Source: an optimization exercise on an open RTL-to-GDS flow (aim: small area, a short achievable clock period and few clock cycles per item). Production flows keep margins and buffers that such runs may drop.

## job 1541
// cos_unit
module cos_unit (
    input  logic        clock,
    input  logic        arst_n,
    input  logic        clk_en,
    input  logic        start,
    input  logic [31:0] dataa,
    output logic [31:0] result,
    output logic        done
);
For scale: roughly 120 flip-flops, roughly 69 I/O pins.
make LEC_CHECK=0 ABC_AREA=1 CAP_MARGIN=20 CORE_MARGIN=2 CORE_UTILIZATION=60 SETUP_SLACK_MARGIN=4.0 SLEW_MARGIN=20 TNS_END_PERCENT=100 finish   # period 8.0 ns
run.sh (not shown) runs the stock make flow with config.mk's settings and CLKGATE_MAP_FILE= SYNTH_SCRIPT=/design/flow/synth_recipe.tcl, a recipe that flattens the netlist after the stock synthesis.
Job 1541 did not stop at any stage, and its layout met the timing, design-rule and antenna checks.
For job 7944, these inputs were changed with respect to job 1541:
diff --git a/flow/config.mk b/flow/config.mk
--- a/flow/config.mk
+++ b/flow/config.mk
@@ -12 +12 @@
-export SETUP_SLACK_MARGIN = 4.0
+export SETUP_SLACK_MARGIN = 4.5
==> comparison <==
- From job 1541 to job 7944 the numbers moved as follows: global-route usage over all layers up 0.76 points.
- When job 7944 is measured against job 1541, its global-route met1 utilization turns out 0.94 points higher.
- In job 7944, fraction of area in registers is lower than in job 1541.
- Cell count after synthesis: job 7944 vs job 1541 identical
- | summed area of non-filler cells in the final layout | job 7944 vs job 1541 | 8.2% higher |
- On total number of multi-input combinational cells, job 7944 tracks job 1541 almost exactly.
- Job 7944: flow completed, timing, DRC and antenna clean
- For the post-CTS resize count, job 7944 came in 33 higher than job 1541 did.
- Lower detailed-routed wire length on met3 among job 7944 and job 1541: job 1541
- Job 1541 ended up with dfxtp_4 as its library cell contributing the largest single delay on the critical path; job 7944 ended up with clkdlybuf4s50_1.
Modified inputs, job 9049 compared to job 7944
diff --git a/flow/config.mk b/flow/config.mk
--- a/flow/config.mk
+++ b/flow/config.mk
@@ -12 +12 @@
-export SETUP_SLACK_MARGIN = 4.5
+export SETUP_SLACK_MARGIN = 5.0
Tool error GRT-0232 stopped job 9049 during global routing (5_1_grt); no final results.
Looking at job 9049 and job 7944, the flop and latch count out of synthesis is a wash.
From job 7944 to job 9049 the numbers moved as follows: count of instances resized after the clock tree is built up 377; number of port buffers level; post-CTS setup-driven buffer insertion count shows an increase of 77; XOR/XNOR share of the synthesized area barely changed.
Per-instance average area after synthesis: job 9049 vs job 7944 identical
--- input diff job 9049..job 172 ---
==> flow/flow/run.sh (new file) <==
#!/bin/bash
# Standard layout, but the port buffers are buf_2 cells instead of the delay
# buffers buffer_ports picks by default. Full tool output goes to standard_flow.log.
set -euo pipefail
bash standard.sh "BUFFER_PORTS_ARGS=-buffer_cell sky130_fd_sc_hd__buf_2" finish > standard_flow.log 2>&1
==> flow/standard.sh (new file) <==
#!/bin/bash
# synth_recipe.tcl (not shown) runs the flow's synth.tcl, then flattens the netlist and writes it again
# the make line also repeats each setting of config.mk as NAME=value (left out here)
make -C /OpenROAD-flow-scripts/flow DESIGN_CONFIG=/design/flow/config.mk WORK_HOME=/design/flow/orfs CLKGATE_MAP_FILE= SYNTH_SCRIPT=/design/flow/synth_recipe.tcl "${@:-finish}"
diff --git a/flow/config.mk b/flow/config.mk
--- a/flow/config.mk
+++ b/flow/config.mk
@@ -12 +12 @@
-export SETUP_SLACK_MARGIN = 5.0
+export SETUP_SLACK_MARGIN = 4.5
removed: flow/run.sh
[summary]
Post-CTS setup-driven buffer insertion count, job 9049 and job 172, higher one = job 9049. Compared with job 9049, in job 172 I/O pin count level, area of the mapped netlist level, die width level, count of flip-flops with a built-in enable after synthesis level, count of placed standard cells including taps level. ~same adder-cell share of the synthesized area in job 9049 and job 172. Job 172 did not stop at any stage, and its layout met the timing, design-rule and antenna checks. Post-cts gate resize count (job 172 vs. job 9049) decreases by more than half.
Modified inputs, job 3693 compared to job 172
==> flow/flow/run.sh <==
#!/bin/bash
# Standard layout, but the port buffers are buf_2 cells instead of the delay
# buffers buffer_ports picks by default, and sizing may change a cell's
# footprint. Full tool output goes to standard_flow.log.
set -euo pipefail
bash standard.sh "BUFFER_PORTS_ARGS=-buffer_cell sky130_fd_sc_hd__buf_2" MATCH_CELL_FOOTPRINT=0 finish > standard_flow.log 2>&1
Results
Job 172 and job 3693 ended up with nearly the same cell count.
~same clock latency of the later-clocked register in the worst-skew pair in job 172 and job 3693
Job 3693 — flip-flop and latch share of the layout cell area 0.15 points higher, job 172 as reference
No run of this note included a check of the RTL's function; only the layout flow was run.

==> port drivers added, routing unchanged <==
The flow's constraints put no driver on any port. The routed layouts listed below were extracted and timed again, unchanged, in two steps. Step 1 assumes that a clkbuf_16 drives the clock port and a buf_2 every other input. Step 2 moves the port delays by t, midway between the first and last clock arrival at a register: inputs arrive t later, outputs are due t later. That takes back most of the time a late clock gives input paths. Three values: ideal, step 1, step 2; two values: the first two.
| run | t (ns) | slack for setup (ns) | slew at the worst register clock pin (ns) | worst data-port slew with drivers (ns) |
|---|---|---|---|---|
| job 1541 | 0.488 | 4.106 / 4.053 / 3.799 | 0.07 / 0.07 | 0.04 |
| job 7944 | 0.484 | 4.555 / 4.501 / 4.142 | 0.07 / 0.07 | 0.04 |
| job 172 | 0.497 | 4.466 / 4.466 / 4.215 | 0.07 / 0.07 | 0.03 |
| job 3693 | 0.500 | 4.332 / 4.332 / 4.201 | 0.07 / 0.07 | 0.03 |
After both steps every run listed still meets setup and hold. For job 7944, which loses most, drivers alone change the setup slack by -0.054 ns; drivers and shift together by -0.413 ns.
